Background: an optimization exercise with open tools, aiming at small area, a short achievable clock period and few clock cycles per item. Do not read the settings as production practice. RTL that was checked went through simulation tests only; none was proved equivalent to the original. For run 1, only the layout was checked, not whether the RTL still works. No activity file was given, so power comes from the tool's default toggle rates.

File: design/flow/config.mk
export PLATFORM = sky130hd
export DESIGN_NAME = pipeline_cpu
export DESIGN_NICKNAME = pipeline_cpu
export VERILOG_FILES = /design/flow/design.v
export SDC_FILE = /design/flow/constraint.sdc
export NUM_CORES = 4
export LEC_CHECK = 0
export CAP_MARGIN = 20
export CORE_MARGIN = 2
export CORE_UTILIZATION = 40
export PLACE_DENSITY = 0.6
export SETUP_SLACK_MARGIN = 4
export SLEW_MARGIN = 20
export TNS_END_PERCENT = 5
File: design/flow/constraint.sdc
create_clock -name core_clock -period 8.5 [get_ports {clock}]
set_input_delay 1.7000 -clock core_clock [delete_from_list [all_inputs] [get_ports {clock}]]
set_output_delay 1.7000 -clock core_clock [all_outputs]
set_load 0.01 [all_outputs]
File: design/flow/design.v
`default_nettype none
package cpu_pkg;
    localparam logic [4:0] OPC_ALU  = 5'd0;
    localparam logic [4:0] OPC_J    = 5'd1;
    localparam logic [4:0] OPC_BNE  = 5'd2;
    localparam logic [4:0] OPC_JAL  = 5'd3;
    localparam logic [4:0] OPC_JR   = 5'd4;
    localparam logic [4:0] OPC_ADDI = 5'd5;
    localparam logic [4:0] OPC_BLT  = 5'd6;
    localparam logic [4:0] OPC_SW   = 5'd7;
    localparam logic [4:0] OPC_LW   = 5'd8;
endpackage
`default_nettype wire
`default_nettype none
module adder (
    input  wire [31:0]  x,
    input  wire [31:0]  y,
    input  wire         cin,
    output logic [31:0] sum
);
    logic [31:0] g, p, gn, pn;
    logic [31:0] carry;
    always_comb begin
        g = x & y;
        p = x ^ y;
        for (int l = 0; l < 5; l++) begin
            gn = g;
            pn = p;
            for (int i = 0; i < 32; i++) begin
                if (((i >> l) & 1) == 1) begin
                    gn[i] = g[i] | (p[i] & g[((i >> l) << l) - 1]);
                    pn[i] = p[i] & p[((i >> l) << l) - 1];
                end
            end
            g = gn;
            p = pn;
        end
        carry = {g[30:0] | (p[30:0] & {31{cin}}), cin};
    end
    assign sum = x ^ y ^ carry;
endmodule
module alu (
    input  wire [31:0]  a,
    input  wire         right,    
    input  wire [4:0]   shamt,
    output logic [31:0] sh_right,
    output logic [31:0] sh_left
);
    logic [31:0] sh_in;
    logic        fill;
    assign fill = right & a[31];
    always_comb begin
        for (int i = 0; i < 32; i++) begin
            sh_in[i]   = right ? a[i] : a[31-i];
            sh_left[i] = sh_right[31-i];
        end
    end
    assign sh_right = 32'($signed({fill, sh_in}) >>> shamt);
endmodule
`default_nettype wire
`default_nettype none
module execute_stage (
    input  wire [31:0] pc,
    input  wire [31:0] ir,
    input  wire [31:0] rs_val,
    input  wire [31:0] rb_val,    
    output logic [31:0] npc,
    output logic        we,
    output logic [4:0]  wreg,
    output logic        is_lw,
    output logic        is_sw,
    output logic [31:0] o
);
    logic [4:0]  opc;
    logic [4:0]  fn;
    logic [31:0] imm;
    logic [31:0] pc1;
    logic [31:0] x, y, sum;
    logic [31:0] sh_right, sh_left;
    logic [31:0] other;
    logic        use_reg, use_pc, use_tgt, fn_sub, cin;
    logic        en_sum, en_and, en_or, en_sll, en_sra, en_jal;
    logic        is_j, is_jr, is_bne, is_blt, taken;
    logic        eq, lt;
    assign opc = ir[31:27];
    assign fn  = ir[6:2];
    assign imm = {{15{ir[16]}}, ir[16:0]};
    assign pc1 = pc + 32'd1;
    assign use_reg = !(opc[3] | opc[1] | opc[0]);
    assign use_pc  = opc[1] & !opc[0];
    assign use_tgt = opc[0] & !opc[2];
    assign fn_sub  = fn[0] & !opc[2];
    assign x   = use_pc ? pc : rs_val;
    assign y   = use_reg ? (rb_val ^ {32{fn_sub}}) :
                 use_tgt ? {5'd0, ir[26:0]} : imm;
    assign cin = use_reg ? fn_sub : use_pc;
    adder u_adder (.x(x), .y(y), .cin(cin), .sum(sum));
    alu u_alu (
        .a        (rs_val),
        .right    (fn[0]),
        .shamt    (ir[11:7]),
        .sh_right (sh_right),
        .sh_left  (sh_left)
    );
    assign en_jal = opc[1] & opc[0] & !opc[2];
    assign en_sum = !en_jal & (!use_reg | (fn[4:1] == 4'd0));
    assign en_and = use_reg & (fn == 5'd2);
    assign en_or  = use_reg & (fn == 5'd3);
    assign en_sll = use_reg & (fn == 5'd4);
    assign en_sra = use_reg & (fn == 5'd5);
    assign other = ({32{en_and}} & (rs_val & rb_val))
                 | ({32{en_or}}  & (rs_val | rb_val))
                 | ({32{en_sll}} & sh_left)
                 | ({32{en_sra}} & sh_right)
                 | ({32{en_jal}} & pc1);
    assign o = en_sum ? sum : other;
    assign is_j   = (opc[4:2] == 3'd0) & opc[0];     
    assign is_jr  = (opc == cpu_pkg::OPC_JR);
    assign is_bne = (opc == cpu_pkg::OPC_BNE);
    assign is_blt = (opc == cpu_pkg::OPC_BLT);
    assign eq    = (rb_val == rs_val);
    assign lt    = $signed(rb_val) < $signed(rs_val);
    assign taken = (is_bne & !eq) | (is_blt & lt) | is_j | is_jr;
    assign npc   = taken ? sum : pc1;
    assign we    = (opc == cpu_pkg::OPC_ALU) || (opc == cpu_pkg::OPC_ADDI) || (opc == cpu_pkg::OPC_LW) || (opc == cpu_pkg::OPC_JAL);
    assign wreg  = en_jal ? 5'd31 : ir[26:22];
    assign is_lw = (opc == cpu_pkg::OPC_LW);
    assign is_sw = (opc == cpu_pkg::OPC_SW);
endmodule
`default_nettype wire
`default_nettype none
module mem_wb_stage (
    input  wire         clock,
    input  wire         arst_n,
    input  wire         we_in,
    input  wire [4:0]   wreg_in,
    input  wire         lw_in,
    input  wire         sw_in,
    input  wire [31:0]  o_in,
    input  wire [31:0]  b_in,
    input  wire [31:0]  q_dmem,
    output logic [31:0] address_dmem,
    output logic [31:0] data,
    output logic        wren,
    output logic        ctrl_write_enable,
    output logic [4:0]  ctrl_write_reg,
    output logic [31:0] data_write_reg
);
    logic        m_we, m_lw, m_sw;
    logic [4:0]  m_reg;
    logic [31:0] m_o, m_b;
    always_ff @(posedge clock or negedge arst_n) begin
        if (!arst_n) begin
            m_we <= 1'b0;
            m_lw <= 1'b0;
            m_sw <= 1'b0;
        end else begin
            m_we <= we_in;
            m_lw <= lw_in;
            m_sw <= sw_in;
        end
    end
    always_ff @(posedge clock) begin
        m_reg <= wreg_in;
        m_o   <= o_in;
        m_b   <= b_in;
    end
    assign address_dmem      = m_o;
    assign data              = m_b;
    assign wren              = m_sw;
    assign ctrl_write_enable = m_we;
    assign ctrl_write_reg    = m_reg;
    assign data_write_reg    = m_lw ? q_dmem : m_o;
endmodule
`default_nettype wire
`default_nettype none
`timescale 1ns/1ps
module pipeline_cpu (
    input  wire         clock,
    input  wire         arst_n,
    output logic [31:0] address_imem,
    input  wire  [31:0] q_imem,
    output logic [31:0] address_dmem,
    output logic [31:0] data,
    output logic        wren,
    input  wire  [31:0] q_dmem,
    output logic        ctrl_write_enable,
    output logic [4:0]  ctrl_write_reg,
    output logic [4:0]  ctrl_read_reg_a,
    output logic [4:0]  ctrl_read_reg_b,
    output logic [31:0] data_write_reg,
    input  wire  [31:0] data_read_reg_a,
    input  wire  [31:0] data_read_reg_b
);
    logic [31:0] pc;
    logic [31:0] npc;
    logic        we, is_lw, is_sw;
    logic [4:0]  wreg;
    logic [31:0] o;
    always_ff @(posedge clock or negedge arst_n) begin
        if (!arst_n) pc <= '0;
        else         pc <= npc;
    end
    assign address_imem    = pc;
    assign ctrl_read_reg_a = ((q_imem[27] & !q_imem[29]) | (q_imem[29] & !q_imem[28] & !q_imem[27]))
                           ? 5'd0 : q_imem[21:17];
    assign ctrl_read_reg_b = (q_imem[29] | q_imem[28]) ? q_imem[26:22] : q_imem[16:12];
    execute_stage u_execute_stage (
        .pc     (pc),
        .ir     (q_imem),
        .rs_val (data_read_reg_a),
        .rb_val (data_read_reg_b),
        .npc    (npc),
        .we     (we),
        .wreg   (wreg),
        .is_lw  (is_lw),
        .is_sw  (is_sw),
        .o      (o)
    );
    mem_wb_stage u_mem_wb_stage (
        .clock             (clock),
        .arst_n            (arst_n),
        .we_in             (we),
        .wreg_in           (wreg),
        .lw_in             (is_lw),
        .sw_in             (is_sw),
        .o_in              (o),
        .b_in              (data_read_reg_b),
        .q_dmem            (q_dmem),
        .address_dmem      (address_dmem),
        .data              (data),
        .wren              (wren),
        .ctrl_write_enable (ctrl_write_enable),
        .ctrl_write_reg    (ctrl_write_reg),
        .data_write_reg    (data_write_reg)
    );
endmodule
`default_nettype wire
File: design/flow/flow/run.sh
#!/bin/bash
# Own layout flow: the standard flow (standard.sh, unchanged synthesis,
# floorplan, power grid, placement, CTS and routing), with one change: the
# buffers that global placement puts on every input and output port are
# sky130_fd_sc_hd__buf_1 cells instead of the default delay-buffer cell.
# The timing repair steps still resize them where timing needs it.
set -euo pipefail
export BUFFER_PORTS_ARGS="-buffer_cell sky130_fd_sc_hd__buf_1"
bash standard.sh > standard.log 2>&1
File: design/flow/standard.sh
#!/bin/bash
# synth_recipe.tcl (not shown) runs the flow's synth.tcl, then flattens the netlist and writes it again
# the make line also repeats each setting of config.mk as NAME=value (left out here)
make -C /OpenROAD-flow-scripts/flow DESIGN_CONFIG=/design/flow/config.mk WORK_HOME=/design/flow/orfs CLKGATE_MAP_FILE= SYNTH_SCRIPT=/design/flow/synth_recipe.tcl "${@:-finish}"
==> results of run 1 <==
-- where the power goes --
part | internal (W) | total [W] | switching (W)
sequential | 0.000635 | 0.000837 | 0.000201
clock | 0.000238 | 0.000479 | 0.000241
combinational | 0.000603 | 0.00144 | 0.000841
total | 0.00148 | 0.00276 | 0.00128
-- repair_timing --
action / 4_1_cts / 5_1_grt
buffers inserted: 46 / 16
gates resized for setup: 89 / 47
pin swaps: 36 / 36
gates cloned: 12 / 0
setup endpoints to repair: 73 / 67
-- final timing paths --
kind                                          start                endpoint  slack [ns]  cells after the start
worst max-delay path            data_read_reg_a[15]                   pc[8]        3.68                     11
worst min-delay path                          pc[0]                   pc[0]        0.68                      1
worst max register to register                pc[0]  u_mem_wb_stage.m_o[26]        4.93                      9
worst min register to register                pc[0]                   pc[0]        0.68                      1
max in group asynchronous                    arst_n                   pc[8]        6.66                      2
min in group asynchronous                    arst_n                   pc[4]        1.39                      2
-- final cells by class --
| class | count | area (µm²) | area share |
|---|---|---|---|
| multi-input cells | 1057 | 8680 | 0.614 |
| flip-flops and latches | 104 | 2260 | 0.160 |
| repair buffers | 372 | 2120 | 0.150 |
| well taps | 341 | 427 | 0.0302 |
| inverters | 90 | 338 | 0.0239 |
| clock buffers | 9 | 225 | 0.0159 |
| clock inverters | 7 | 92.6 | 0.00655 |
-- cell usage after synthesis (9+ instances only) --
cell / instances
clkbuf_1: 58
xnor2_1: 67
nor3_1: 16
mux4_2: 33
o21ai_0: 131
nor2_1: 97
inv_1: 88
a221oi_1: 15
ha_1: 128
a21oi_1: 109
dfrtp_1: 35
o22ai_1: 12
nand2_1: 118
and2_1: 11
nand3_1: 13
mux2_2: 59
dfxtp_1: 69
nand2b_1: 12
mux2i_1: 46
buf_1: 9
nand4_1: 10
xor2_1: 25
and3_1: 9
a211oi_1: 13
-- cells by family after synthesis --
kind of cell / Yosys count / synth area share
fa+ha+maj: 129 / 0.147
flops: 104 / 0.204
compound gates: 362 / 0.201
buf+inv: 169 / 0.0600
mux: 141 / 0.176
xor+xnor: 92 / 0.0729
simple gates: 330 / 0.140
-- placed cells by master, fill, tap and decap left out, types with 25 or more instances in the layout --
cell and instances:
xnor2_1 53, mux2i_1 46, buf_1 267, o21ai_0 110
inv_1 88, a21oi_1 105, dfrtp_1 35, buf_4 79
dfxtp_1 69, mux4_2 33, nor2_1 92, xor2_1 25
mux2_2 59, ha_1 118, nand2_1 107
-- through the flow --
| step | instance area [µm²] | utilization | hold slack [ns] |
|---|---|---|---|
| after floorplan | 11200 | - | 0.574 |
| final | 14100 | 0.523 | 0.681 |
| after CTS | 13700 | 0.509 | 0.669 |
| after global routing | 14100 | 0.523 | 0.711 |
| after global placement | 12500 | 0.461 | 0.654 |
| after detailed placement | 12500 | 0.461 | 0.660 |
-- metal layers --
| metal | vias up | track usage | wire length, µm |
|---|---|---|---|
| met2 | 805 | 0.511 | 21400 |
| met5 | - | 0 | 0 |
| met1 | 5773 | 0.448 | 20700 |
| li1 | 5412 | - | - |
| met4 | 0 | 0.156 | 2710 |
| met3 | 142 | 0.0491 | 4760 |
==> impl_metrics.prom, run 1 <==
# TYPE chip_impl_metric gauge
chip_impl_info{name="cp_cell_sequence",value="buf_1, inv_1, ha_1, nor4_1, and4_1, a21boi_0, o31ai_1, and4_1, nor2_4, buf_6, mux2i_1"} 1
chip_impl_metric{name="syn-mean-instance-area",unit="µm²"} 8.33
chip_impl_metric{name="clock_tree.htree_level_count",unit=""} 3
chip_impl_metric{name="report.final.setup_viol",unit=""} 0
chip_impl_metric{name="power_per_unit_of_standard_cell_area",unit="nW/µm²"} 195
chip_impl_metric{name="timing_max_transition_violations_final",unit=""} 0
chip_impl_info{name="hold_path_class",value="register to register"} 1
chip_impl_metric{name="core.rowCount",unit=""} 60
chip_impl_metric{name="worst_ep_required_time",unit="ns"} 8.77
chip_impl_metric{name="maxCapViolCount",unit=""} 0
chip_impl_metric{name="place.detailed.instances",unit=""} 1890
chip_impl_metric{name="grt-ovfl-total",unit=""} 0
chip_impl_metric{name="drt_wl_total",unit="µm"} 49600
chip_impl_metric{name="syn2layout_area_growth",unit="%"} 27.9
chip_impl_metric{name="initial_antenna_violation_count",unit=""} 1
chip_impl_metric{name="detail-route-antenna-nets",unit=""} 0
chip_impl_metric{name="numCtsBuffers",unit=""} 9
chip_impl_info{name="cp-end-kind",value="register"} 1
chip_impl_info{name="top_regs",value="pc: 32 flops, u_mem_wb_stage.m_b: 32 flops, u_mem_wb_stage.m_o: 32 flops"} 1
chip_impl_metric{name="peak_supply_drop",unit="µV"} 120
chip_impl_metric{name="gr-usage-all-layers",unit=""} 0.329
chip_impl_metric{name="syn-instance-count",unit=""} 1327
chip_impl_metric{name="layout-drive-gt1-share",unit=""} 0.188
chip_impl_metric{name="top_level_ports",unit=""} 275
chip_impl_metric{name="clock_latency",unit="ns"} 0.39
chip_impl_metric{name="wl_per_cell",unit="µm"} 25.0
chip_impl_metric{name="final.min_clock_period",unit="ns"} 4.82
chip_impl_metric{name="grt_pass1_vias",unit=""} 11200
chip_impl_metric{name="detail_route.vias_per_cell",unit=""} 6.13
chip_impl_metric{name="worst_clock_skew",unit="ns"} 0.0250
chip_impl_metric{name="worstPathBufferInverterCount",unit=""} 3
chip_impl_info{name="outcome",value="finished clean"} 1
chip_impl_metric{name="chipWidth",unit="µm"} 170
chip_impl_info{name="critical-path-top-cell-by-count",value="and4_1"} 1
chip_impl_metric{name="cts.sinks",unit=""} 104
chip_impl_info{name="path_class",value="input pin to register"} 1
chip_impl_info{name="unrepaired_setup_endpoints_after_global_routing",value="yes"} 1
chip_impl_info{name="cp_top_family",value="simple AND/OR/NAND/NOR gates"} 1
chip_impl_metric{name="gp_congestion",unit=""} 0.967
chip_impl_info{name="netlist_top_cells_area",value="ha_1 (14%), dfxtp_1 (12%), dfrtp_1 (7.9%)"} 1
chip_impl_info{name="tritoncts",value="built"} 1
chip_impl_metric{name="initial_core_util",unit=""} 0.409
chip_impl_metric{name="hold_violations",unit=""} 0
chip_impl_metric{name="synth-edff-count",unit=""} 0
chip_impl_metric{name="netlist_area",unit="µm²"} 11100
chip_impl_metric{name="synth-async-reset-ratio",unit=""} 0.337
chip_impl_metric{name="timing.critical_path.arrival",unit="ns"} 5.09
chip_impl_metric{name="power_leakage",unit="nW"} 6.01
chip_impl_metric{name="synth-seq-cells",unit=""} 104
chip_impl_metric{name="die_height",unit="µm"} 170
chip_impl_metric{name="clock_tree.buffer_depth",unit=""} 2
chip_impl_metric{name="post-route-drc-count",unit=""} 0
chip_impl_metric{name="nNetsFinal",unit=""} 1893
chip_impl_metric{name="hpwl",unit="µm"} 35700
chip_impl_metric{name="place_ws",unit="ns"} 2.26
chip_impl_metric{name="ant_cells",unit=""} 0
chip_impl_metric{name="power.total",unit="W"} 0.00276
chip_impl_info{name="crit_slowest_cell",value="nor4_1"} 1
chip_impl_metric{name="setup_slack",unit="ns"} 3.68
chip_impl_metric{name="die_area",unit="µm²"} 29000
chip_impl_metric{name="synth_warnings",unit=""} 4
chip_impl_metric{name="drt_first_pass_iters",unit=""} 5
chip_impl_metric{name="grt_start_max_net_pins",unit=""} 44
chip_impl_metric{name="detailroute.via_count",unit=""} 12100
chip_impl_metric{name="clkTransAtPathRegs",unit="ns"} 0.08
chip_impl_metric{name="layout.cells.non_filler",unit=""} 1980
chip_impl_metric{name="total_of_buffers_placed_on_input_and_output_ports",unit=""} 274
chip_impl_metric{name="postCtsHoldBufs",unit=""} 0
chip_impl_info{name="yosys.area.top_type",value="ha_1"} 1
chip_impl_metric{name="mappedNetlistNets",unit=""} 1586
chip_impl_metric{name="synth_top_cell_area_share",unit=""} 0.145
chip_impl_info{name="ys_dominant_reg_cell",value="dfxtp_1"} 1
chip_impl_metric{name="worst_pin_slew",unit="ns"} 1.09
chip_impl_metric{name="fmax",unit="MHz"} 207
chip_impl_metric{name="timing.slew.headroom",unit=""} 0.269
chip_impl_info{name="start_kind",value="input pin"} 1
chip_impl_info{name="clock_tree_root",value="clkbuf_16"} 1
chip_impl_metric{name="critical_path.max_fanout",unit=""} 28
chip_impl_metric{name="post_synth_num_cell_types",unit=""} 78
chip_impl_metric{name="fin_crit_sh",unit=""} 0.567
chip_impl_metric{name="n_fill_cell",unit=""} 2554
chip_impl_metric{name="initialDrtViolationCount",unit=""} 1428
chip_impl_metric{name="max_stage_delay",unit="ns"} 0.46
chip_impl_metric{name="yosysSeqAreaShare",unit=""} 0.204
chip_impl_metric{name="core_region_area",unit="µm²"} 27000
chip_impl_metric{name="final.setup.tns",unit="ns"} 0
chip_impl_metric{name="grt_first_pass_wirelength",unit="µm"} 70600
==> inputs of run 2 (changes only) <==
--- a/design/flow/design.v
+++ b/design/flow/design.v
@@ -25,2 +25,3 @@
         p = x ^ y;
+        g[0] = g[0] | (p[0] & cin);
         for (int l = 0; l < 5; l++) begin
@@ -37,3 +38,3 @@
         end
-        carry = {g[30:0] | (p[30:0] & {31{cin}}), cin};
+        carry = {g[30:0], cin};
     end
--- a/design/flow/config.mk
+++ b/design/flow/config.mk
@@ -11,3 +11,3 @@
 export PLACE_DENSITY = 0.6
-export SETUP_SLACK_MARGIN = 4
+export SETUP_SLACK_MARGIN = 4.5
 export SLEW_MARGIN = 20
==> run 2 against run 1 <==
Compared with the run above:
- critical path type unchanged
- first-iteration DRC count grew 5.9%
- largest cell class unchanged
- count of clock-buffer cells in the layout is the same
- clock power fell by 9.8%
- die area up 1.3%
- worst setup slack better by 0.078 ns
- still clean
==> impl_metrics.prom, run 2 <==
# TYPE chip_impl_metric gauge
chip_impl_metric{name="initialDrtViolationCount",unit=""} 1512
chip_impl_metric{name="grt_pass1_vias",unit=""} 10200
chip_impl_info{name="cp-end-kind",value="register"} 1
chip_impl_info{name="ys_dominant_reg_cell",value="dfxtp_1"} 1
chip_impl_info{name="start_kind",value="input pin"} 1
chip_impl_metric{name="synth_warnings",unit=""} 4
chip_impl_metric{name="syn-mean-instance-area",unit="µm²"} 8.58
chip_impl_info{name="most_common_library_cell_in_the_layout_ignoring_fill_and_taps",value="buf_1"} 1
chip_impl_metric{name="worst_ep_required_time",unit="ns"} 8.75
chip_impl_metric{name="syn-instance-count",unit=""} 1306
chip_impl_metric{name="grt_start_max_net_pins",unit=""} 36
chip_impl_info{name="netlist_top_cells_area",value="ha_1 (14%), dfxtp_1 (12%), dfrtp_1 (7.8%)"} 1
chip_impl_metric{name="syn2layout_area_growth",unit="%"} 21.3
chip_impl_metric{name="worst_clock_skew",unit="ns"} 0.0159
chip_impl_metric{name="report.final.setup_viol",unit=""} 0
chip_impl_metric{name="synth_top_cell_area_share",unit=""} 0.141
chip_impl_metric{name="nNetsFinal",unit=""} 1832
chip_impl_metric{name="wl_per_cell",unit="µm"} 25.4
chip_impl_metric{name="chipWidth",unit="µm"} 171
chip_impl_metric{name="timing_max_transition_violations_final",unit=""} 0
chip_impl_metric{name="yosysSeqAreaShare",unit=""} 0.202
chip_impl_metric{name="post_synth_num_cell_types",unit=""} 79
chip_impl_metric{name="peak_supply_drop",unit="µV"} 89.9
chip_impl_metric{name="drt_wl_total",unit="µm"} 49500
chip_impl_metric{name="worst_pin_slew",unit="ns"} 0.907
chip_impl_metric{name="final.min_clock_period",unit="ns"} 4.75
chip_impl_metric{name="numCtsBuffers",unit=""} 9
chip_impl_metric{name="grt-ovfl-total",unit=""} 0
chip_impl_metric{name="mappedNetlistNets",unit=""} 1568
chip_impl_info{name="yosys.area.top_type",value="ha_1"} 1
chip_impl_metric{name="clock_latency",unit="ns"} 0.38
chip_impl_metric{name="hpwl",unit="µm"} 38900
chip_impl_info{name="unrepaired_setup_endpoints_after_global_routing",value="yes"} 1
chip_impl_info{name="synth.top_cells.by_count",value="ha_1 (126), nand2_1 (110), a21oi_1 (102), inv_1 (94), o21ai_0 (93)"} 1
chip_impl_metric{name="n_fill_cell",unit=""} 2736
chip_impl_info{name="synth.most_common_cell",value="ha_1"} 1
chip_impl_metric{name="place_area",unit="µm²"} 12600
chip_impl_metric{name="fin_crit_sh",unit=""} 0.558
chip_impl_metric{name="final.setup.tns",unit="ns"} 0
chip_impl_metric{name="initial_core_util",unit=""} 0.404
chip_impl_metric{name="timing.slew.headroom",unit=""} 0.391
chip_impl_metric{name="cts.sinks",unit=""} 104
chip_impl_info{name="outcome",value="finished clean"} 1
chip_impl_metric{name="fmax",unit="MHz"} 211
chip_impl_metric{name="netlist_area",unit="µm²"} 11200
chip_impl_metric{name="power_per_unit_of_standard_cell_area",unit="nW/µm²"} 198
chip_impl_metric{name="core_region_area",unit="µm²"} 27700
chip_impl_metric{name="maxCapViolCount",unit=""} 0
chip_impl_metric{name="synth-seq-cells",unit=""} 104
chip_impl_metric{name="grt_first_pass_wirelength",unit="µm"} 69900
chip_impl_metric{name="detailroute.via_count",unit=""} 11600
chip_impl_metric{name="postCtsHoldBufs",unit=""} 0
chip_impl_metric{name="power.total",unit="W"} 0.00269
chip_impl_metric{name="clkTransAtPathRegs",unit="ns"} 0.08
chip_impl_info{name="clock_tree_root",value="clkbuf_16"} 1
chip_impl_metric{name="initial_antenna_violation_count",unit=""} 1
chip_impl_metric{name="clock_tree.htree_level_count",unit=""} 3
chip_impl_metric{name="hold_violations",unit=""} 0
chip_impl_metric{name="synth-async-reset-ratio",unit=""} 0.337
chip_impl_metric{name="post-route-drc-count",unit=""} 0
chip_impl_info{name="path_class",value="input pin to register"} 1
chip_impl_metric{name="clock_tree.buffer_depth",unit=""} 2
chip_impl_metric{name="top_level_ports",unit=""} 275
chip_impl_metric{name="critical_path.max_fanout",unit=""} 32
chip_impl_info{name="tritoncts",value="built"} 1
chip_impl_info{name="top_regs",value="pc: 32 flops, u_mem_wb_stage.m_b: 32 flops, u_mem_wb_stage.m_o: 32 flops"} 1
chip_impl_metric{name="core.rowCount",unit=""} 61
chip_impl_metric{name="synth-edff-count",unit=""} 0
chip_impl_metric{name="gp_congestion",unit=""} 1.02
chip_impl_metric{name="timing.critical_path.arrival",unit="ns"} 4.99
chip_impl_metric{name="power_leakage",unit="nW"} 5.65
chip_impl_metric{name="multiInputGateArea",unit="µm²"} 8510
chip_impl_metric{name="total_of_buffers_placed_on_input_and_output_ports",unit=""} 274
chip_impl_info{name="hold_path_class",value="register to register"} 1
chip_impl_metric{name="drt_first_pass_iters",unit=""} 5
chip_impl_metric{name="detail_route.vias_per_cell",unit=""} 5.92
chip_impl_metric{name="gr-usage-all-layers",unit=""} 0.330
chip_impl_info{name="layout.cells.most_common_list",value="buf_1 (265), ha_1 (125), nand2_1 (108), a21oi_1 (98), inv_1 (94)"} 1
chip_impl_metric{name="detail-route-antenna-nets",unit=""} 0
chip_impl_metric{name="layout-drive-gt1-share",unit=""} 0.147
chip_impl_metric{name="fin_area",unit="µm²"} 13600
chip_impl_metric{name="die_area",unit="µm²"} 29400
chip_impl_metric{name="ff_latch_area",unit="µm²"} 2260
chip_impl_metric{name="die_height",unit="µm"} 171
run 2: timing repair:
action / in CTS / in global routing
endpoints found under the setup margin: 74 / 74
gates cloned: 7 / 0
resized for setup: 46 / 23
buffers inserted: 20 / 8
pin swaps: 18 / 23
run 2: path summary, 6_finish.rpt:
path | end | slack (ns) | depth (start not counted) | from
worst max-delay path | pc[1] | 3.75 | 12 | data_read_reg_a[29]
worst min-delay path | pc[31] | 0.70 | 2 | pc[31]
worst max register to register | pc[30] | 5.17 | 12 | pc[0]
worst min register to register | pc[31] | 0.70 | 2 | pc[31]
max in group asynchronous | u_mem_wb_stage.m_lw | 6.82 | 2 | arst_n
min in group asynchronous | pc[25] | 1.20 | 1 | arst_n
run 2: metal layers:
metal | GRT usage | vias to the layer above | share of wire
met4 | 0.101 | 0 | 0.034
met1 | 0.486 | 5428 | 0.45
li1 | - | 5233 | -
met3 | 0.0667 | 82 | 0.11
met5 | 0 | - | 0
met2 | 0.484 | 829 | 0.41
run 2: cell type report:
cell class | count | area share
multi-input combinational | 1030 | 0.626
timing repair buffer | 329 | 0.125
tap | 378 | 0.0348
antenna | 1 | 0.000184
sequential | 104 | 0.166
clock inverter | 7 | 0.00488
inverter | 96 | 0.0265
clock buffer | 9 | 0.0166
run 2: kinds of logic after synthesis:
kind of cell	synth area share
mux	0.188
buf+inv	0.0648
compound gates	0.192
xor+xnor	0.0713
simple gates	0.131
fa+ha+maj	0.151
flops	0.202
run 2: worst max-delay path, stage by stage:
cell and delay [ns]:
buf_1 0.29, inv_1 0.26, ha_1 0.38, nor4_2 0.43
nand3_2 0.23, nor4b_4 0.40, o31ai_1 0.19, nand4_1 0.12
xor2_1 0.11, o32ai_4 0.16, buf_12 0.29, mux2_2 0.39
run 2: power by group:
group / switching [W] / internal, W
combinational: 0.000861 / 0.000550
sequential: 0.000211 / 0.000639
clock: 0.000226 / 0.000206
run 2: per-stage QoR:
step                cells   util  hold WS [ns]  setup slack, ns
global placement     1901  0.454         0.676             2.66
global route         1953  0.490         0.734             3.73
floorplan            1306      -         0.587             3.37
CTS                  1944  0.484         0.700             3.74
detailed placement   1901  0.455         0.688             2.58
finish               1954  0.491         0.700             3.75
Testbench counts of run 2, summed over its fixed seeds: cycles 9,364, instrs 9,364.
==> inputs of run 3 (changes only) <==
--- a/design/flow/config.mk
+++ b/design/flow/config.mk
@@ -10,4 +10,4 @@
 export CORE_UTILIZATION = 40
-export PLACE_DENSITY = 0.6
-export SETUP_SLACK_MARGIN = 4.5
+export PLACE_DENSITY = 0.7
+export SETUP_SLACK_MARGIN = 4
 export SLEW_MARGIN = 20
==> run 3 against run 2 <==
Compared with the run above:
- sequential power up 2%
- synthesized cell count unchanged
- wire length about the same
- sequential share of layout area up 0.16 points
- worst hold slack worse by 0.038 ns
- critical path type unchanged
- largest cell class unchanged
==> impl_metrics.prom, run 3 <==
# TYPE chip_impl_metric gauge
chip_impl_info{name="ys_dominant_reg_cell",value="dfxtp_1"} 1
chip_impl_metric{name="drt-met1-wl",unit="µm"} 21500
chip_impl_metric{name="worstPathBufferInverterCount",unit=""} 2
chip_impl_metric{name="reg2reg_setup_slack",unit="ns"} 5.19
chip_impl_info{name="crit_slowest_cell",value="or3_4"} 1
chip_impl_metric{name="drt_wl_total",unit="µm"} 49500
chip_impl_metric{name="initial_antenna_violation_count",unit=""} 0
chip_impl_metric{name="netlist_area",unit="µm²"} 11200
chip_impl_metric{name="gr-usage-all-layers",unit=""} 0.331
chip_impl_info{name="top_regs",value="pc: 32 flops, u_mem_wb_stage.m_b: 32 flops, u_mem_wb_stage.m_o: 32 flops"} 1
chip_impl_info{name="routed.top_layer",value="met4"} 1
chip_impl_metric{name="timing.slew.headroom",unit=""} 0.314
chip_impl_info{name="rr_startpoint",value="pc[0]"} 1
chip_impl_info{name="netlist_top_cells_area",value="ha_1 (14%), dfxtp_1 (12%), dfrtp_1 (7.8%)"} 1
chip_impl_metric{name="syn2layout_area_growth",unit="%"} 20.2
chip_impl_metric{name="drt_first_pass_iters",unit=""} 5
chip_impl_info{name="outcome",value="finished clean"} 1
chip_impl_info{name="start_kind",value="input pin"} 1
chip_impl_metric{name="clkTransAtPathRegs",unit="ns"} 0.08
chip_impl_metric{name="detail-route-antenna-nets",unit=""} 0
chip_impl_metric{name="final.min_clock_period",unit="ns"} 4.67
chip_impl_metric{name="ant_cells",unit=""} 0
chip_impl_metric{name="gp_congestion",unit=""} 0.988
chip_impl_metric{name="power.total",unit="W"} 0.00271
chip_impl_metric{name="final.setup.tns",unit="ns"} 0
chip_impl_metric{name="maxCapViolCount",unit=""} 0
chip_impl_info{name="clock_tree_root",value="clkbuf_16"} 1
chip_impl_metric{name="detail_route.vias_per_cell",unit=""} 5.95
chip_impl_metric{name="detailroute.wirelength.met3",unit="µm"} 5480
chip_impl_info{name="cp_cell_sequence",value="buf_12, or3_4, buf_12, nand2_8, o21ai_4, fa_2, fa_2, a211o_1, a21oi_4, o2bb2ai_4, a22o_1, a21o_1, a311oi_2, xor2_1, a2bb2oi_1"} 1
chip_impl_metric{name="worst_clock_skew",unit="ns"} 0.0212
chip_impl_info{name="synth.top_cells.by_count",value="ha_1 (126), nand2_1 (110), a21oi_1 (102), inv_1 (94), o21ai_0 (93)"} 1
chip_impl_metric{name="clock_tree.buffer_depth",unit=""} 2
chip_impl_metric{name="fin_crit_sh",unit=""} 0.550
chip_impl_metric{name="syn-instance-count",unit=""} 1306
chip_impl_metric{name="max_stage_delay",unit="ns"} 0.43
chip_impl_info{name="tritoncts",value="built"} 1
chip_impl_metric{name="hpwl",unit="µm"} 38600
chip_impl_metric{name="n_fill_cell",unit=""} 2721
chip_impl_metric{name="syn-mean-instance-area",unit="µm²"} 8.58
chip_impl_metric{name="initial_core_util",unit=""} 0.404
chip_impl_metric{name="worst_ep_required_time",unit="ns"} 8.73
chip_impl_metric{name="synth-async-reset-ratio",unit=""} 0.337
chip_impl_metric{name="post_synth_num_cell_types",unit=""} 79
chip_impl_metric{name="clock_tree.htree_level_count",unit=""} 3
chip_impl_metric{name="synth_warnings",unit=""} 4
chip_impl_metric{name="core_region_area",unit="µm²"} 27700
chip_impl_metric{name="chipWidth",unit="µm"} 171
chip_impl_metric{name="report.final.setup_viol",unit=""} 0
chip_impl_metric{name="yosysSeqAreaShare",unit=""} 0.202
chip_impl_metric{name="peak_supply_drop",unit="µV"} 117
chip_impl_metric{name="core.rowCount",unit=""} 61
chip_impl_metric{name="power_leakage",unit="nW"} 5.59
chip_impl_metric{name="grt-ovfl-total",unit=""} 0
chip_impl_metric{name="top_level_ports",unit=""} 275
chip_impl_metric{name="timing.critical_path.arrival",unit="ns"} 4.90
chip_impl_metric{name="synth_top_cell_area_share",unit=""} 0.141
chip_impl_metric{name="timing_max_transition_violations_final",unit=""} 0
chip_impl_info{name="path_class",value="input pin to register"} 1
chip_impl_metric{name="nNetsFinal",unit=""} 1824
chip_impl_metric{name="synth-edff-count",unit=""} 0
chip_impl_info{name="most_common_library_cell_in_the_layout_ignoring_fill_and_taps",value="buf_1"} 1
chip_impl_metric{name="power_per_unit_of_standard_cell_area",unit="nW/µm²"} 201
chip_impl_info{name="synth.most_common_cell",value="ha_1"} 1
chip_impl_metric{name="grt_first_pass_wirelength",unit="µm"} 70300
chip_impl_metric{name="die_height",unit="µm"} 171
chip_impl_info{name="worstHoldStart",value="pc[31]"} 1
chip_impl_metric{name="worst_pin_slew",unit="ns"} 1.03
chip_impl_metric{name="numCtsBuffers",unit=""} 9
chip_impl_metric{name="met2_wirelength",unit="µm"} 20800
chip_impl_info{name="yosys.area.top_type",value="ha_1"} 1
chip_impl_metric{name="total_of_buffers_placed_on_input_and_output_ports",unit=""} 274
chip_impl_metric{name="die_area",unit="µm²"} 29400
chip_impl_info{name="cp-end-kind",value="register"} 1
chip_impl_metric{name="cts.sinks",unit=""} 104
chip_impl_info{name="hold_path_class",value="register to register"} 1
chip_impl_metric{name="grt_pass1_vias",unit=""} 10800
chip_impl_metric{name="grt_start_max_net_pins",unit=""} 37
chip_impl_info{name="critPathLaunch",value="q_imem[27]"} 1
chip_impl_metric{name="critical_path.max_fanout",unit=""} 6
chip_impl_metric{name="clock_latency",unit="ns"} 0.38
chip_impl_metric{name="synth-seq-cells",unit=""} 104
chip_impl_info{name="layout.cells.most_common_list",value="buf_1 (265), ha_1 (126), nand2_1 (108), a21oi_1 (99), inv_1 (93)"} 1
chip_impl_info{name="cp_top_family",value="compound AO/OA/AOI/OAI gates"} 1
chip_impl_metric{name="initialDrtViolationCount",unit=""} 1388
chip_impl_info{name="unrepaired_setup_endpoints_after_global_routing",value="yes"} 1
chip_impl_metric{name="detailroute.via_count",unit=""} 11600
chip_impl_metric{name="post-route-drc-count",unit=""} 0
chip_impl_metric{name="wl_per_cell",unit="µm"} 25.5
chip_impl_metric{name="fmax",unit="MHz"} 214
chip_impl_metric{name="hold_violations",unit=""} 0
chip_impl_metric{name="layout-drive-gt1-share",unit=""} 0.137
chip_impl_metric{name="mappedNetlistNets",unit=""} 1568
-- run 3: timing repair --
item                                    CTS  global route
hold buffers                              0             0
buffers inserted                         16             2
resized for setup                        47            12
endpoints found under the setup margin   73            67
hold endpoints to repair                  0             0
cloned                                    7             0
pin swaps                                19            11
-- run 3: cell type report --
cell class                 instances  area (µm²)  share of cell area
sequential                       104        2260               0.168
timing repair buffer             321        1620               0.121
clock buffer                      11         254              0.0189
inverter                          96         360              0.0268
multi-input combinational       1030        8460               0.628
clock inverter                     5        36.3             0.00269
tap                              378         473              0.0351
-- run 3: report_power, final --
group / switching (W) / leakage, nW / internal (W) / total, W
clock network: 0.000217 / 0.147 / 0.000220 / 0.000437
registers: 0.000226 / 0.990 / 0.000639 / 0.000865
logic: 0.000858 / 4.46 / 0.000545 / 0.00140
-- run 3: kinds of logic (layout without fill, tap and decap cells) --
family | Yosys count | count (layout) | synth area share
adders and majority gates | 132 | 132 | 0.151
and+or+nand+nor | 309 | 311 | 0.131
xor gates and xnor gates | 89 | 89 | 0.0713
DFF | 104 | 104 | 0.202
muxes | 154 | 154 | 0.188
AOI/OAI and AO/OA | 344 | 344 | 0.192
buffers and inverters | 174 | 433 | 0.0648
-- run 3: metrics by stage --
step	instances	setup slack (ns)	area (µm²)	hold slack [ns]	util
6_report	1945	3.83	13500	0.662	0.486
3_5_place_dp	1904	2.38	12600	0.647	0.455
4_1_cts	1943	3.83	13400	0.659	0.484
5_1_grt	1945	3.74	13500	0.713	0.486
2_1_floorplan	1306	3.37	11300	0.587	-
3_3_place_gp	1904	2.55	12600	0.644	0.455
-- run 3: worst paths after layout --
check                                         endpoint  cells past startpoint
worst max-delay path            u_mem_wb_stage.m_o[30]                     15
worst min-delay path                            pc[31]                      2
worst max register to register  u_mem_wb_stage.m_o[30]                     12
worst min register to register                  pc[31]                      2
max in group asynchronous          u_mem_wb_stage.m_lw                      1
min in group asynchronous                        pc[9]                      1
-- run 3: tightest hold or removal path, delay by kind of cell (launching register included) --
kind	cells	cell delay (ns)
mux	1	0.07
xor+xnor	1	0.16
flops	1	0.40
-- run 3: metal layers --
layer / vias up / global-route usage
li1: 5205 / -
met1: 5509 / 0.469
met2: 792 / 0.497
met3: 74 / 0.0743
met4: 0 / 0.112
met5: - / 0
==> inputs of run 4 (changes only) <==
--- a/design/flow/config.mk
+++ b/design/flow/config.mk
@@ -10,3 +10,3 @@
 export CORE_UTILIZATION = 40
-export PLACE_DENSITY = 0.7
+export PLACE_DENSITY = 0.5
 export SETUP_SLACK_MARGIN = 4
==> run 4 against run 3 <==
Compared with the run above:
- still clean on timing, DRC and antenna
- worst setup slack worse by 0.061 ns
- die area unchanged
- register-to-register slack about the same
- sequential share of layout area down 0.087 points
- non-clock buffer count up 9
- sequential power down 2%
- wire length up 1.9%
- combinational power about the same
- global-route usage up 0.85 points
- sequential cell count unchanged
==> impl_metrics.prom, run 4 <==
# TYPE chip_impl_metric gauge
chip_impl_info{name="outcome",value="finished clean"} 1
chip_impl_info{name="cp_top_family",value="compound AO/OA/AOI/OAI gates"} 1
chip_impl_metric{name="numCtsBuffers",unit=""} 9
chip_impl_metric{name="detail-route-antenna-nets",unit=""} 0
chip_impl_info{name="path_class",value="input pin to register"} 1
chip_impl_metric{name="postCtsHoldBufs",unit=""} 0
chip_impl_metric{name="clock_tree.htree_level_count",unit=""} 3
chip_impl_metric{name="worstPathBufferInverterCount",unit=""} 3
chip_impl_metric{name="grt_start_max_net_pins",unit=""} 41
chip_impl_metric{name="wl_per_cell",unit="µm"} 25.8
chip_impl_metric{name="grt-ovfl-total",unit=""} 0
chip_impl_metric{name="die_height",unit="µm"} 171
chip_impl_metric{name="yosysSeqAreaShare",unit=""} 0.202
chip_impl_metric{name="cts.sinks",unit=""} 104
chip_impl_info{name="cp-end-kind",value="register"} 1
chip_impl_info{name="rr_startpoint",value="pc[0]"} 1
chip_impl_metric{name="critical_path_cell_count",unit=""} 15
chip_impl_metric{name="timing.hold.worst_path_depth",unit=""} 2
chip_impl_info{name="yosys.area.top_type",value="ha_1"} 1
chip_impl_info{name="critical-path-top-cell-by-count",value="buf_12"} 1
chip_impl_metric{name="max_stage_delay",unit="ns"} 0.44
chip_impl_metric{name="core_region_area",unit="µm²"} 27700
chip_impl_metric{name="fmax",unit="MHz"} 211
chip_impl_metric{name="ant_cells",unit=""} 0
chip_impl_metric{name="timing.critical_path.arrival",unit="ns"} 4.98
chip_impl_metric{name="syn-instance-count",unit=""} 1306
chip_impl_metric{name="worst_pin_slew",unit="ns"} 0.909
chip_impl_metric{name="chipWidth",unit="µm"} 171
chip_impl_metric{name="power_per_unit_of_standard_cell_area",unit="nW/µm²"} 198
chip_impl_info{name="start_kind",value="input pin"} 1
chip_impl_metric{name="place_area",unit="µm²"} 12700
chip_impl_metric{name="synth-edff-count",unit=""} 0
chip_impl_info{name="synth.top_cells.by_count",value="ha_1 (126), nand2_1 (110), a21oi_1 (102), inv_1 (94), o21ai_0 (93)"} 1
chip_impl_metric{name="worst_r2r_path_depth",unit=""} 12
chip_impl_metric{name="layout.cells.non_filler",unit=""} 1953
chip_impl_metric{name="final.setup.tns",unit="ns"} 0
chip_impl_metric{name="fin_crit_sh",unit=""} 0.557
chip_impl_metric{name="timing_max_transition_violations_final",unit=""} 0
chip_impl_metric{name="synth_warnings",unit=""} 4
chip_impl_metric{name="clkTransAtPathRegs",unit="ns"} 0.08
chip_impl_metric{name="gp_congestion",unit=""} 0.976
chip_impl_metric{name="core.rowCount",unit=""} 61
chip_impl_metric{name="syn-mean-instance-area",unit="µm²"} 8.58
chip_impl_metric{name="gr-usage-all-layers",unit=""} 0.340
chip_impl_metric{name="place.detailed.instances",unit=""} 1909
chip_impl_metric{name="holdWs",unit="ns"} 0.678
chip_impl_info{name="critPathLaunch",value="q_imem[28]"} 1
chip_impl_metric{name="grt_pass1_vias",unit=""} 10400
chip_impl_metric{name="detailroute.via_count",unit=""} 11500
chip_impl_metric{name="report.final.setup_viol",unit=""} 0
chip_impl_metric{name="top_level_ports",unit=""} 275
chip_impl_info{name="ys_dominant_reg_cell",value="dfxtp_1"} 1
chip_impl_metric{name="die_area",unit="µm²"} 29400
chip_impl_info{name="crit_slowest_cell",value="fa_2"} 1
chip_impl_info{name="most_common_library_cell_in_the_layout_ignoring_fill_and_taps",value="buf_1"} 1
chip_impl_metric{name="synth-async-reset-ratio",unit=""} 0.337
chip_impl_metric{name="netlist_area",unit="µm²"} 11200
chip_impl_metric{name="post-route-drc-count",unit=""} 0
chip_impl_info{name="tritoncts",value="built"} 1
chip_impl_metric{name="maxCapViolCount",unit=""} 0
chip_impl_info{name="unrepaired_setup_endpoints_after_global_routing",value="yes"} 1
chip_impl_metric{name="nNetsFinal",unit=""} 1832
chip_impl_metric{name="mappedNetlistNets",unit=""} 1568
chip_impl_metric{name="synth-seq-cells",unit=""} 104
chip_impl_metric{name="clock_latency",unit="ns"} 0.37
chip_impl_info{name="worstHoldStart",value="pc[31]"} 1
chip_impl_metric{name="fin_area",unit="µm²"} 13500
chip_impl_metric{name="hpwl",unit="µm"} 39500
chip_impl_metric{name="grt_first_pass_wirelength",unit="µm"} 71600
chip_impl_info{name="clock_tree_root",value="clkbuf_16"} 1
chip_impl_metric{name="worst_ep_required_time",unit="ns"} 8.75
chip_impl_metric{name="worst_clock_skew",unit="ns"} 0.00928
chip_impl_metric{name="drt_wl_total",unit="µm"} 50500
chip_impl_metric{name="drt_first_pass_iters",unit=""} 5
chip_impl_metric{name="timing.slew.headroom",unit=""} 0.393
chip_impl_metric{name="peak_supply_drop",unit="µV"} 103
chip_impl_info{name="netlist_top_cells_area",value="ha_1 (14%), dfxtp_1 (12%), dfrtp_1 (7.8%)"} 1
chip_impl_info{name="layout.cells.most_common_list",value="buf_1 (265), ha_1 (126), nand2_1 (108), a21oi_1 (98), inv_1 (94)"} 1
chip_impl_info{name="synth.most_common_cell",value="ha_1"} 1
chip_impl_metric{name="initial_core_util",unit=""} 0.404
chip_impl_metric{name="clock_tree.buffer_depth",unit=""} 2
chip_impl_metric{name="power_leakage",unit="nW"} 5.61
chip_impl_metric{name="syn2layout_area_growth",unit="%"} 20.8
chip_impl_metric{name="layout-drive-gt1-share",unit=""} 0.144
chip_impl_metric{name="final.min_clock_period",unit="ns"} 4.73
chip_impl_metric{name="post_synth_num_cell_types",unit=""} 79
chip_impl_metric{name="detail_route.vias_per_cell",unit=""} 5.87
chip_impl_info{name="hold_path_class",value="register to register"} 1
chip_impl_metric{name="initial_antenna_violation_count",unit=""} 0
chip_impl_metric{name="critical_path.max_fanout",unit=""} 16
chip_impl_metric{name="synth_top_cell_area_share",unit=""} 0.141
chip_impl_metric{name="total_of_buffers_placed_on_input_and_output_ports",unit=""} 274
chip_impl_info{name="cp_cell_sequence",value="buf_12, or3_4, buf_12, buf_4, nand2_1, o21ai_0, fa_2, a211o_1, a21oi_4, o2bb2ai_4, a22o_4, a21o_1, a311oi_2, xor2_1, mux2i_1"} 1
chip_impl_info{name="top_regs",value="pc: 32 flops, u_mem_wb_stage.m_b: 32 flops, u_mem_wb_stage.m_o: 32 flops"} 1
chip_impl_metric{name="initialDrtViolationCount",unit=""} 1377
chip_impl_metric{name="final_core_util",unit=""} 0.488
chip_impl_metric{name="hold_violations",unit=""} 0
## run 4: cell counts after synthesis
No cell type changed its count.
## run 4: logic make-up (layout without fill, tap and decap cells)
| family | count (synthesis) | after routing | share of synthesized area |
|---|---|---|---|
| AOI/OAI and AO/OA | 344 | 344 | 0.192 |
| buffers and inverters | 174 | 442 | 0.0648 |
| DFF | 104 | 104 | 0.202 |
| muxes | 154 | 154 | 0.188 |
| adders and majority gates | 132 | 132 | 0.151 |
| xor gates and xnor gates | 89 | 89 | 0.0713 |
| and+or+nand+nor | 309 | 310 | 0.131 |
## run 4: cell type report
class                      instances  area (µm²)
sequential                       104        2260
fill                            2773       14200
multi-input combinational       1029        8500
timing repair buffer             330        1640
inverter                          96         360
tap                              378         473
clock buffer                      10         229
clock inverter                     6        63.8
## run 4: stage by stage
| stage | total power, W | setup slack [ns] |
|---|---|---|
| floorplan | 0.00159 | 3.37 |
| global placement | 0.00214 | 2.51 |
| detailed placement | 0.00214 | 2.47 |
| CTS | 0.00263 | 3.81 |
| global route | 0.00283 | 3.72 |
| finish | 0.00268 | 3.77 |
## run 4: power by group
group	total, W	switching, W	internal, W
combinational	0.00139	0.000843	0.000548
sequential	0.000852	0.000213	0.000639
clock	0.000440	0.000232	0.000208
total	0.00268	0.00129	0.00139
## run 4: what timing repair did
action | CTS | global route
gates cloned | 4 | 0
resized for setup | 49 | 24
setup buffers | 18 | 6
setup endpoints to repair | 72 | 69
pin swaps | 23 | 17
## run 4: worst min-delay path, delay by kind of cell (launching register included)
family	cells	cell delay [ns]
flops	1	0.41
xor+xnor	1	0.16
mux	1	0.07
## run 4: final timing paths
| path | end | slack [ns] |
|---|---|---|
| min | pc[31] | 0.68 |
| max | pc[30] | 3.77 |
| min reg2reg | pc[31] | 0.68 |
| max in group asynchronous | pc[9] | 6.69 |
| max reg2reg | pc[30] | 5.18 |
| min in group asynchronous | u_mem_wb_stage.m_sw | 1.37 |
## run 4: routing by layer
metal  global-route usage  vias to the layer above  share of wire
met3               0.0695                       65           0.10
met5                    0                        -              0
li1                     -                     5225              -
met1                0.504                     5441           0.45
met4                0.107                        0          0.032
met2                0.490                      735           0.41
==> inputs of run 5 (changes only) <==
--- a/design/flow/config.mk
+++ b/design/flow/config.mk
@@ -10,3 +10,3 @@
 export CORE_UTILIZATION = 40
-export PLACE_DENSITY = 0.5
+export PLACE_DENSITY = 0.6
 export SETUP_SLACK_MARGIN = 4
==> run 5 against run 4 <==
Compared with the run above:
- still clean
- global-route usage decreased by 0.059 points
- clock power increased by 2%
- count of clock-buffer cells in the layout down 1
- critical path depth shrank 2
- largest cell class unchanged
==> impl_metrics.prom, run 5 <==
# TYPE chip_impl_metric gauge
chip_impl_metric{name="nNetsFinal",unit=""} 1818
chip_impl_metric{name="synth-async-reset-ratio",unit=""} 0.337
chip_impl_metric{name="initial_antenna_violation_count",unit=""} 0
chip_impl_metric{name="grt.met2_usage",unit=""} 0.485
chip_impl_metric{name="place_ws",unit="ns"} 2.53
chip_impl_metric{name="worst_pin_slew",unit="ns"} 0.997
chip_impl_metric{name="die_area",unit="µm²"} 29400
chip_impl_info{name="top_regs",value="pc: 32 flops, u_mem_wb_stage.m_b: 32 flops, u_mem_wb_stage.m_o: 32 flops"} 1
chip_impl_info{name="start_kind",value="input pin"} 1
chip_impl_info{name="netlist_top_cells_area",value="ha_1 (14%), dfxtp_1 (12%), dfrtp_1 (7.8%)"} 1
chip_impl_metric{name="numCtsBuffers",unit=""} 9
chip_impl_metric{name="timing.hold.worst_path_depth",unit=""} 2
chip_impl_metric{name="detailroute.via_count",unit=""} 11500
chip_impl_metric{name="holdWs",unit="ns"} 0.696
chip_impl_metric{name="core.rowCount",unit=""} 61
chip_impl_metric{name="final.setup.tns",unit="ns"} 0
chip_impl_metric{name="clock_latency",unit="ns"} 0.38
chip_impl_metric{name="ff_latch_area",unit="µm²"} 2260
chip_impl_info{name="timing.rr.end",value="u_mem_wb_stage.m_o[20]"} 1
chip_impl_metric{name="n_fill_cell",unit=""} 2712
chip_impl_info{name="synth.most_common_cell",value="ha_1"} 1
chip_impl_metric{name="drt_wl_total",unit="µm"} 50600
chip_impl_info{name="clock_tree_root",value="clkbuf_16"} 1
chip_impl_metric{name="clock_tree.buffer_depth",unit=""} 2
chip_impl_metric{name="multiInputGateArea",unit="µm²"} 8430
chip_impl_metric{name="hpwl",unit="µm"} 39900
chip_impl_metric{name="power.share.combinational",unit=""} 0.515
chip_impl_metric{name="yosysSeqAreaShare",unit=""} 0.202
chip_impl_metric{name="timing.critical_path.arrival",unit="ns"} 4.92
chip_impl_info{name="layout.cells.most_common_list",value="buf_1 (264), ha_1 (125), nand2_1 (108), a21oi_1 (97), inv_1 (94)"} 1
chip_impl_metric{name="reg2reg_setup_slack",unit="ns"} 5.13
chip_impl_metric{name="peak_supply_drop",unit="µV"} 96.1
chip_impl_metric{name="mappedNetlistNets",unit=""} 1568
chip_impl_metric{name="critical_path.max_fanout",unit=""} 3
chip_impl_metric{name="worst_clock_skew",unit="ns"} 0.0243
chip_impl_metric{name="power_leakage",unit="nW"} 5.52
chip_impl_metric{name="postCtsHoldBufs",unit=""} 0
chip_impl_info{name="rr_startpoint",value="pc[7]"} 1
chip_impl_metric{name="layout-drive-gt1-share",unit=""} 0.136
chip_impl_metric{name="cts.sinks",unit=""} 104
chip_impl_metric{name="fmax",unit="MHz"} 216
chip_impl_info{name="ys_dominant_reg_cell",value="dfxtp_1"} 1
chip_impl_metric{name="initialDrtViolationCount",unit=""} 1387
chip_impl_info{name="grt.busiest_layer",value="met1"} 1
chip_impl_metric{name="gp_congestion",unit=""} 1.00
chip_impl_metric{name="final.min_clock_period",unit="ns"} 4.64
chip_impl_info{name="yosys.area.top_type",value="ha_1"} 1
chip_impl_metric{name="power_per_unit_of_standard_cell_area",unit="nW/µm²"} 202
chip_impl_info{name="outcome",value="finished clean"} 1
chip_impl_info{name="timing.hold.worst_endpoint",value="pc[30]"} 1
chip_impl_metric{name="synth_top_cell_area_share",unit=""} 0.141
chip_impl_metric{name="final_core_util",unit=""} 0.482
chip_impl_info{name="synth.top_cells.by_count",value="ha_1 (126), nand2_1 (110), a21oi_1 (102), inv_1 (94), o21ai_0 (93)"} 1
chip_impl_metric{name="syn-instance-count",unit=""} 1306
chip_impl_metric{name="timing.slew.headroom",unit=""} 0.333
chip_impl_metric{name="groute.layer.met3.usage",unit=""} 0.0672
chip_impl_metric{name="detail_route.vias_per_cell",unit=""} 5.93
chip_impl_metric{name="initial_core_util",unit=""} 0.404
chip_impl_info{name="path_class",value="input pin to register"} 1
chip_impl_metric{name="clock_tree.htree_level_count",unit=""} 3
chip_impl_metric{name="synth-edff-count",unit=""} 0
chip_impl_info{name="most_common_library_cell_in_the_layout_ignoring_fill_and_taps",value="buf_1"} 1
chip_impl_metric{name="hold_violations",unit=""} 0
chip_impl_metric{name="total_of_buffers_placed_on_input_and_output_ports",unit=""} 274
chip_impl_metric{name="top_level_ports",unit=""} 275
chip_impl_metric{name="grt.met1_usage",unit=""} 0.503
chip_impl_metric{name="setup_slack",unit="ns"} 3.86
chip_impl_metric{name="power.share.sequential",unit=""} 0.318
chip_impl_metric{name="drt_first_pass_iters",unit=""} 5
chip_impl_metric{name="post-route-drc-count",unit=""} 0
chip_impl_metric{name="maxCapViolCount",unit=""} 0
chip_impl_info{name="unrepaired_setup_endpoints_after_global_routing",value="yes"} 1
chip_impl_metric{name="fin_crit_sh",unit=""} 0.545
chip_impl_metric{name="grt_pass1_vias",unit=""} 10400
chip_impl_metric{name="core_region_area",unit="µm²"} 27700
chip_impl_metric{name="netlist_area",unit="µm²"} 11200
chip_impl_metric{name="worst_r2r_path_depth",unit=""} 8
chip_impl_metric{name="clkTransAtPathRegs",unit="ns"} 0.09
chip_impl_info{name="cp-end-kind",value="register"} 1
chip_impl_metric{name="internal-power",unit="W"} 0.00138
chip_impl_metric{name="grt_start_max_net_pins",unit=""} 52
chip_impl_metric{name="die_height",unit="µm"} 171
chip_impl_metric{name="report.final.setup_viol",unit=""} 0
chip_impl_metric{name="worst_ep_required_time",unit="ns"} 8.79
chip_impl_metric{name="power.net_switching",unit="W"} 0.00131
chip_impl_metric{name="post_synth_num_cell_types",unit=""} 79
chip_impl_metric{name="grt-ovfl-total",unit=""} 0
chip_impl_metric{name="clock_power_share",unit=""} 0.167
chip_impl_metric{name="detail-route-antenna-nets",unit=""} 0
chip_impl_metric{name="wl_per_cell",unit="µm"} 26.1
chip_impl_metric{name="timing_max_transition_violations_final",unit=""} 0
chip_impl_metric{name="switching_share",unit=""} 0.487
chip_impl_info{name="tritoncts",value="built"} 1
chip_impl_metric{name="gr-usage-all-layers",unit=""} 0.339
chip_impl_metric{name="synth_warnings",unit=""} 4
chip_impl_metric{name="synth-seq-cells",unit=""} 104
chip_impl_info{name="hold_path_class",value="register to register"} 1
chip_impl_info{name="worstHoldStart",value="pc[30]"} 1
chip_impl_metric{name="syn-mean-instance-area",unit="µm²"} 8.58
chip_impl_metric{name="grt_first_pass_wirelength",unit="µm"} 71600
chip_impl_metric{name="chipWidth",unit="µm"} 171
chip_impl_metric{name="syn2layout_area_growth",unit="%"} 19.2
## run 5: power by group through the flow
stage | combinational, W | clock (W) | sequential [W]
4_1_cts | 0.00134 | 0.000448 | 0.000852
3_3_place_gp | 0.00130 | 0 | 0.000861
5_1_grt | 0.00149 | 0.000464 | 0.000872
6_report | 0.00139 | 0.000450 | 0.000856
3_5_place_dp | 0.00130 | 0 | 0.000863
2_1_floorplan | 0.000744 | 0 | 0.000842
## run 5: through the flow
step,std cells,total power (W),instance area [µm²]
floorplan,1306,0.00159,11300
detailed placement,1906,0.00216,12600
CTS,1935,0.00264,13200
global placement,1906,0.00216,12600
finish,1940,0.00269,13400
global route,1939,0.00282,13300
## run 5: critical path: stages
cell and delay [ns]:
buf_12 0.10, or3_4 0.40, nand2_2 0.10, o21ai_2 0.07, fa_2 0.39, fa_2 0.36, a211o_1 0.37, a221o_1 0.37
a21oi_2 0.20, nor2b_1 0.08, nor2_2 0.16, fa_1 0.45, mux2i_1 0.17
## run 5: final cells by class
| type | count | area share |
|---|---|---|
| clock buffer | 9 | 0.0169 |
| inverter | 96 | 0.0270 |
| tap | 378 | 0.0354 |
| multi-input combinational | 1028 | 0.632 |
| clock inverter | 7 | 0.00478 |
| timing repair buffer | 317 | 0.115 |
| antenna | 1 | 0.000187 |
| sequential | 104 | 0.169 |
## run 5: repair_timing
action / in CTS / in global routing
gates cloned: 2 / 0
buffers inserted: 11 / 4
setup endpoints to repair: 73 / 66
resized for setup: 38 / 26
pin swaps: 17 / 21
## run 5: cells by family (layout without fill, tap and decap cells)
family                     after synthesis  after routing  share of synthesized area
AOI/OAI and AO/OA                      344            344                      0.192
other                                    0              1                          0
adders and majority gates              132            132                      0.151
muxes                                  154            154                      0.188
buffers and inverters                  174            429                     0.0648
and+or+nand+nor                        309            309                      0.131
DFF                                    104            104                      0.202
xor gates and xnor gates                89             89                     0.0713
## run 5: worst max path at each step
| stage | end | cells past startpoint | start |
|---|---|---|---|
| 2_1_floorplan | u_mem_wb_stage.m_o[8] | 17 | q_imem[2] |
| 3_3_place_gp | u_mem_wb_stage.m_o[27] | 15 | q_imem[2] |
| 3_5_place_dp | u_mem_wb_stage.m_o[27] | 15 | q_imem[2] |
| 4_1_cts | u_mem_wb_stage.m_o[8] | 14 | q_imem[2] |
| 5_1_grt | u_mem_wb_stage.m_o[8] | 13 | q_imem[27] |
| 6_report | pc[8] | 13 | q_imem[30] |
## run 5: routing by layer
| layer | up-vias | routed length (µm) |
|---|---|---|
| met3 | 74 | 5350 |
| met1 | 5457 | 22700 |
| met4 | 0 | 1970 |
| li1 | 5200 | - |
| met5 | - | 0 |
| met2 | 765 | 20600 |

## static timing again, ports no longer ideal
In the flow no input, the clock included, has a driving cell. The finished layouts below were timed again as built, in two steps.
Step 1 (the two cells are an assumption about what drives the block):
set clk [get_ports {clock}]
set_driving_cell -lib_cell sky130_fd_sc_hd__clkbuf_16 $clk
set_driving_cell -lib_cell sky130_fd_sc_hd__buf_2 [delete_from_list [all_inputs] $clk]
Step 2 adds t to the input delays and takes it off the output delays; t is the mean of the earliest and latest rising clock arrival at the registers after step 1. Input paths then give back, and output paths get back, about the clock's delay inside the block.
Three values: ideal ports, drivers, drivers and shift; two values: the first two.
| run | t (ns) | slack for setup (ns) | hold slack, ns | latest minus earliest clock arrival (ns) |
|---|---|---|---|---|
| run 1 | 0.425 | 3.677 / 3.704 / 3.278 | 0.681 / 0.681 / 0.681 | 0.025 / 0.025 |
| run 2 | 0.413 | 3.755 / 3.766 / 3.353 | 0.700 / 0.700 / 0.700 | 0.017 / 0.016 |
| run 3 | 0.415 | 3.826 / 3.821 / 3.406 | 0.662 / 0.662 / 0.662 | 0.025 / 0.025 |
| run 4 | 0.416 | 3.765 / 3.768 / 3.352 | 0.678 / 0.678 / 0.678 | 0.012 / 0.012 |
| run 5 | 0.419 | 3.865 / 3.856 / 3.437 | 0.696 / 0.696 / 0.696 | 0.027 / 0.027 |
After both steps setup and hold are still met in every run listed. For run 5, which loses most, drivers alone change the setup slack by -0.009 ns; drivers and shift together by -0.428 ns.
